This is an optimization exercise on Yosys and OpenROAD, whose aim is small area, not a production implementation. At most, simulation tests tie the RTL to the original design; equivalence was not proved. Power is estimated from default activity; no workload was simulated.

// least_squares_slope_core
module least_squares_slope_core (
    input  logic                                   clk,
    input  logic                                   rst_n,
    input  logic                                   start,
    output logic                                   busy,
    input  logic signed [lss_pkg::SAMPLE_BITS-1:0] x_value,
    input  logic signed [lss_pkg::SAMPLE_BITS-1:0] y_value,
    input  logic                                   last_pair,
    output logic                                   done,
    output logic signed [lss_pkg::OUT_W-1:0]       slope,
    output logic                                   no_spread,
    output logic                                   saturated,
    output logic                                   overflowed,
    output logic [lss_pkg::CNT_W-1:0]              pair_count
);
Size in the first run: roughly 290 flip-flops, roughly 84 I/O pins, about 0.010 mm² of cells after synthesis.
Settings: LEC_CHECK=0, CAP_MARGIN=20, CORE_MARGIN=2, CORE_UTILIZATION=40, CTS_BUF_LIST=sky130_fd_sc_hd__clkbuf_4, CTS_CLUSTER_SIZE=20, PLACE_DENSITY=0.6, SLEW_MARGIN=20; clock period 11.0 ns.
run.sh (not shown) runs the stock make flow with config.mk's settings and CLKGATE_MAP_FILE= SYNTH_SCRIPT=/design/flow/synth_recipe.tcl, a recipe that flattens the netlist after the stock synthesis.
==> next run, changes <==
--- a/flow/config.mk
+++ b/flow/config.mk
@@ -9,6 +9,5 @@
 export CORE_MARGIN = 2
 export CORE_UTILIZATION = 40
-export CTS_BUF_LIST = sky130_fd_sc_hd__clkbuf_4
-export CTS_CLUSTER_SIZE = 20
+export CTS_BUF_LIST = sky130_fd_sc_hd__clkbuf_2 sky130_fd_sc_hd__clkbuf_4 sky130_fd_sc_hd__clkbuf_8
 export PLACE_DENSITY = 0.6
 export SLEW_MARGIN = 20
The new run produced a clean layout.
Total power goes up by 4.3%.
Final cell count goes down by 3.7%.
Flip-flop and latch count does not change.
Cell area goes up by 0.67%.
Synthesized cell count stays the same.

========
least_squares_slope_core, a different RTL version from the one above (not shown whole).
Size: roughly 1,000 cells after synthesis, ~260 flip-flops, ~0.0091 sq mm of cells after synthesis.
clock: 11.0 ns
lec_check: 0
abc_area: 1
cap_margin: 5
core_margin: 2
core_utilization: 60
place_density: 0.75
slew_margin: 5
standard.sh (not shown) runs the stock make flow with config.mk's settings and CLKGATE_MAP_FILE= SYNTH_SCRIPT=/design/flow/synth_recipe.tcl, a recipe that flattens the netlist after the stock synthesis.
==> flow/flow/run.sh <==
#!/bin/bash
# The standard layout (the standard.sh, unchanged synthesis and steps), with two changes:
# the port buffers that global placement inserts are made from the smallest buffer cell, and
# clock tree synthesis inserts no dummy loads.
set -euo pipefail
export BUFFER_PORTS_ARGS="-buffer_cell sky130_fd_sc_hd__buf_1"
export CTS_ARGS="-sink_clustering_enable -repair_clock_nets -dont_use_dummy_load -buf_list sky130_fd_sc_hd__clkbuf_8 -sink_clustering_size 15 -sink_clustering_max_diameter 50"
bash standard.sh > standard.log 2>&1
The starting point finished clean.
Edit:
==> flow/flow/run.sh (replaced) <==
#!/bin/bash
# The standard layout (the standard.sh, unchanged synthesis and steps), with one change:
# the port buffers that global placement inserts are made from the smallest buffer cell.
set -euo pipefail
export BUFFER_PORTS_ARGS="-buffer_cell sky130_fd_sc_hd__buf_1"
bash standard.sh > standard.log 2>&1
--- a/flow/config.mk
+++ b/flow/config.mk
@@ -7,7 +7,10 @@
 export LEC_CHECK = 0
 export ABC_AREA = 1
-export CAP_MARGIN = 5
+export CAP_MARGIN = 20
 export CORE_MARGIN = 2
 export CORE_UTILIZATION = 60
+export CTS_BUF_LIST = sky130_fd_sc_hd__clkbuf_8
+export CTS_CLUSTER_DIAMETER = 50
+export CTS_CLUSTER_SIZE = 15
 export PLACE_DENSITY = 0.75
-export SLEW_MARGIN = 5
+export SLEW_MARGIN = 20
Final cell count grows by 1.1%.
Global-route usage stays flat.
Register-to-register slack is worse by 0.04 ns.
Setup slack is worse by 0.040 ns.
Clock skew shrinks by 0.026 ns.
Sequential share of layout area shrinks by 0.99 points.
Edit:
==> flow/flow/run.sh (replaced) <==
#!/bin/bash
# The standard layout (the standard.sh, unchanged synthesis and steps), with two changes:
# the port buffers that global placement inserts are made from the smallest buffer cell, and
# clock tree synthesis inserts no dummy loads.
set -euo pipefail
export BUFFER_PORTS_ARGS="-buffer_cell sky130_fd_sc_hd__buf_1"
export CTS_ARGS="-sink_clustering_enable -repair_clock_nets -dont_use_dummy_load -buf_list sky130_fd_sc_hd__clkbuf_8 -sink_clustering_size 15 -sink_clustering_max_diameter 50"
bash standard.sh > standard.log 2>&1
Register-to-register slack is better by 0.04 ns.
Maximum frequency went up by 0.67%.
Count of clock-buffer cells in the layout went down by 3.
Design area went down by 1.8%.
Area after synthesis does not change.
Wire length went down by 1.1%.
Sequential cell count does not change.
Sequential power barely changes.
Clock power went down by 20%.
No functional check of the RTL was part of any run of this note.

========
least_squares_slope_core again, from the RTL that the note above started with.
export LEC_CHECK = 0
export ABC_AREA = 1
export CAP_MARGIN = 20
export CORE_MARGIN = 2
export CORE_UTILIZATION = 60
export CTS_BUF_LIST = sky130_fd_sc_hd__clkbuf_8
export CTS_CLUSTER_DIAMETER = 50
export CTS_CLUSTER_SIZE = 15
export PLACE_DENSITY = 0.75
export SLEW_MARGIN = 20
create_clock -name core_clock -period 11.0 [get_ports {clk}]
==> flow/flow/run.sh <==
#!/bin/bash
# The standard layout (the standard.sh, unchanged synthesis and steps), with two changes:
# the port buffers that global placement inserts are made from the smallest buffer cell, and
# clock tree synthesis inserts no dummy loads.
set -euo pipefail
export BUFFER_PORTS_ARGS="-buffer_cell sky130_fd_sc_hd__buf_1"
export CTS_ARGS="-sink_clustering_enable -repair_clock_nets -dont_use_dummy_load -buf_list sky130_fd_sc_hd__clkbuf_8 -sink_clustering_size 22 -sink_clustering_max_diameter 50"
bash standard.sh > standard.log 2>&1
Edit:
--- a/flow/flow/run.sh
+++ b/flow/flow/run.sh
@@ -4 +4,2 @@
-# clock tree synthesis inserts no dummy loads.
+# clock tree synthesis inserts no dummy loads, and gates off the critical paths are downsized
+# after global routing (repair_timing -recover_power).
@@ -7 +8,2 @@
-export CTS_ARGS="-sink_clustering_enable -repair_clock_nets -dont_use_dummy_load -buf_list sky130_fd_sc_hd__clkbuf_8 -sink_clustering_size 22 -sink_clustering_max_diameter 50"
+export RECOVER_POWER=100
+export CTS_ARGS="-sink_clustering_enable -repair_clock_nets -dont_use_dummy_load -buf_list sky130_fd_sc_hd__clkbuf_8 -sink_clustering_size 15 -sink_clustering_max_diameter 50"
- Now the flow completed and failed the layout checks on capacitance limit, slew limit
- wire length rises by 1.0%
- power rises by 2.7%
- critical path depth falls by 25
- synthesized area does not change
- flip-flop and latch count does not change
Function was not checked in any run of this note: the RTL went through the layout flow alone.

========
## alpha
Another version of the RTL of least_squares_slope_core (not shown whole).
For scale: about 84 I/O pins, roughly 9000 um^2 of cells after synthesis.
## least_squares_slope_core
module least_squares_slope_core (
    input  logic                                   clk,
    input  logic                                   rst_n,
    input  logic                                   start,
    output logic                                   busy,
    input  logic signed [lss_pkg::SAMPLE_BITS-1:0] x_value,
    input  logic signed [lss_pkg::SAMPLE_BITS-1:0] y_value,
    input  logic                                   last_pair,
    output logic                                   done,
    output logic signed [lss_pkg::OUT_W-1:0]       slope,
    output logic                                   no_spread,
    output logic                                   saturated,
    output logic                                   overflowed,
    output logic [lss_pkg::CNT_W-1:0]              pair_count
);
    localparam logic [4:0] S_CLR   = 5'd0;    
    localparam logic [4:0] S_IDLE  = 5'd1;    
    localparam logic [4:0] S_SUMX  = 5'd2;    
  ...
export LEC_CHECK = 0
export ABC_AREA = 1
export CAP_MARGIN = 20
export CORE_MARGIN = 2
export CORE_UTILIZATION = 60
export CTS_BUF_LIST = sky130_fd_sc_hd__clkbuf_8
export CTS_CLUSTER_DIAMETER = 50
export CTS_CLUSTER_SIZE = 15
export PLACE_DENSITY = 0.75
export SLEW_MARGIN = 20
create_clock -name core_clock -period 11.0 [get_ports {clk}]
==> flow/flow/run.sh <==
#!/bin/bash
# The standard layout (the standard.sh, unchanged synthesis and steps), with two changes:
# the port buffers that global placement inserts are made from the smallest buffer cell, and
# clock tree synthesis inserts no dummy loads.
set -euo pipefail
export BUFFER_PORTS_ARGS="-buffer_cell sky130_fd_sc_hd__buf_1"
export CTS_ARGS="-sink_clustering_enable -repair_clock_nets -dont_use_dummy_load -buf_list sky130_fd_sc_hd__clkbuf_4 -sink_clustering_size 10 -sink_clustering_max_diameter 40"
bash standard.sh > standard.log 2>&1
alpha completed end to end with timing, DRC and antenna clean.
## Diff of input files: beta against alpha
-- flow/flow/run.sh --
<<< alpha, line 7
export CTS_ARGS="-sink_clustering_enable -repair_clock_nets -dont_use_dummy_load -buf_list sky130_fd_sc_hd__clkbuf_4 -sink_clustering_size 10 -sink_clustering_max_diameter 40"
>>> beta, line 7
export CTS_ARGS="-sink_clustering_enable -repair_clock_nets -dont_use_dummy_load -buf_list sky130_fd_sc_hd__clkbuf_8 -sink_clustering_size 18 -sink_clustering_max_diameter 50"
beta and alpha ended up with nearly the same delay of the slowest critical-path stage.
On global routing usage summed across all routing layers, beta and alpha are neck and neck.
Shortest period the worst path allows delta (beta − alpha): favourable
Fmax across beta and alpha: no real change.
beta vs. alpha: maximum buffer depth of the clock tree now sits at about the same level; minimum setup slack in the final design increased by 0.011 ns relative to the old numbers.
On final cell count: beta sits below alpha.
Compared with alpha, in beta power shows an increase of 35 uW; wire length reported by the detailed router shows an increase of about 0.5%.
Here is what was changed in the inputs of gamma compared with beta.
==> flow/flow/run.sh <==
#!/bin/bash
# The standard layout with these changes:
# - synthesis is the standard flow's own script (synth_recipe.tcl) with one addition: ABC maps the logic with
#   flow/abc_area.script (deeper area optimisation) instead of ORFS's abc_area.script; the
#   registers, their names and cell types are those of the standard synthesis;
# - the port buffers that global placement inserts are made from the smallest buffer cell;
# - clock tree synthesis inserts no dummy loads and builds the tree from clkbuf_4 cells.
# Each tool's output goes to a log of its own in this folder (synth.log, layout.log) and, as in
# the standard flow, to ORFS's logs under orfs/logs.
set -euo pipefail
here=$(pwd)
export MY_ABC_SCRIPT="$here/flow/abc_area.script"
export BUFFER_PORTS_ARGS="-buffer_cell sky130_fd_sc_hd__buf_1"
export CTS_ARGS="-sink_clustering_enable -repair_clock_nets -dont_use_dummy_load -buf_list sky130_fd_sc_hd__clkbuf_4 -sink_clustering_size 10 -sink_clustering_max_diameter 40"

# synth_recipe.tcl with a wrapper around abc that swaps in our script
{
  head -n 1 synth_recipe.tcl
  cat <<'TCL'
proc abc {args} {
  set i [lsearch -exact $args -script]
  if {$i >= 0} {
    lset args [expr {$i + 1}] $::env(MY_ABC_SCRIPT)
  }
  yosys abc {*}$args
}
TCL
  tail -n +2 synth_recipe.tcl
} > own_synth.tcl
sed "s#SYNTH_SCRIPT=[^ ]*#SYNTH_SCRIPT=$here/own_synth.tcl#" standard.sh > own_synth.sh
grep -q "SYNTH_SCRIPT=$here/own_synth.tcl" own_synth.sh

bash own_synth.sh synth > synth.log 2>&1
bash standard.sh > layout.log 2>&1
==> flow/flow/abc_area.script (new file) <==
strash
&get -n
&deepsyn -T 90
&put
dch -f
amap
topo
stime -c
buffer -c
dnsize -c
==> comparison <==
- In gamma, the total power came out 11% below the value in beta.
- Looking at number of buffers inserted during clock tree synthesis, gamma sits 14 higher than beta does.
- The ratio of total power to cell area reported for gamma is smaller than that of beta by 7.0 nW/um^2.
- What beta reported for number of nets at the end of the flow has to be multiplied by 0.825 to get the figure for gamma.
- Diff beta -> gamma | final worst-path cycle share | increase of 3.5 points
- Relative to beta, transition time of the tightest slew-check pin increased by 0.081 ns in gamma.
- Summary — global-route usage, gamma relative to beta: higher, by 4.1 points.
- ~same tightest hold margin in gamma and beta
- The final instance area in gamma was lower than what beta gave.
- Between gamma and beta, it is gamma whose portion of total power attributed to the clock network is higher, by 2.3 points.

afterwards: timing with drivers on the ports:
How much do the figures lean on ideal ports? The routed layouts below were timed once more, with nothing changed but the port constraints.
Step 1 assumes that a clkbuf_16 drives the clock port and a buf_2 every other input.
Step 2 adds t to the input delays and takes it off the output delays; t is the mean of the earliest and latest rising clock arrival at the registers after step 1. Input paths then give back, and output paths get back, about the clock's delay inside the block.
Three values: no drivers, after step 1, after step 2; two values: the first two.
run	shift t [ns]	setup WS [ns]	worst setup path after step 2
the first run of note 1	0.699	4.427 / 4.427 / 4.427	register to register
the second run of note 1	0.596	4.398 / 4.398 / 4.398	register to register
the first run of note 2	0.564	4.920 / 4.920 / 4.920	register to register
the second run of note 2	0.581	4.879 / 4.879 / 4.879	register to register
the third run of note 2	0.564	4.920 / 4.920 / 4.920	register to register
the first run of note 3	0.548	4.877 / 4.877 / 4.877	register to register
the second run of note 3	0.566	4.285 / 4.246 / 4.665	register to register
alpha	0.611	4.533 / 4.533 / 4.533	register to register
beta	0.555	4.544 / 4.544 / 4.544	register to register
gamma	0.617	4.162 / 4.162 / 4.162	register to register
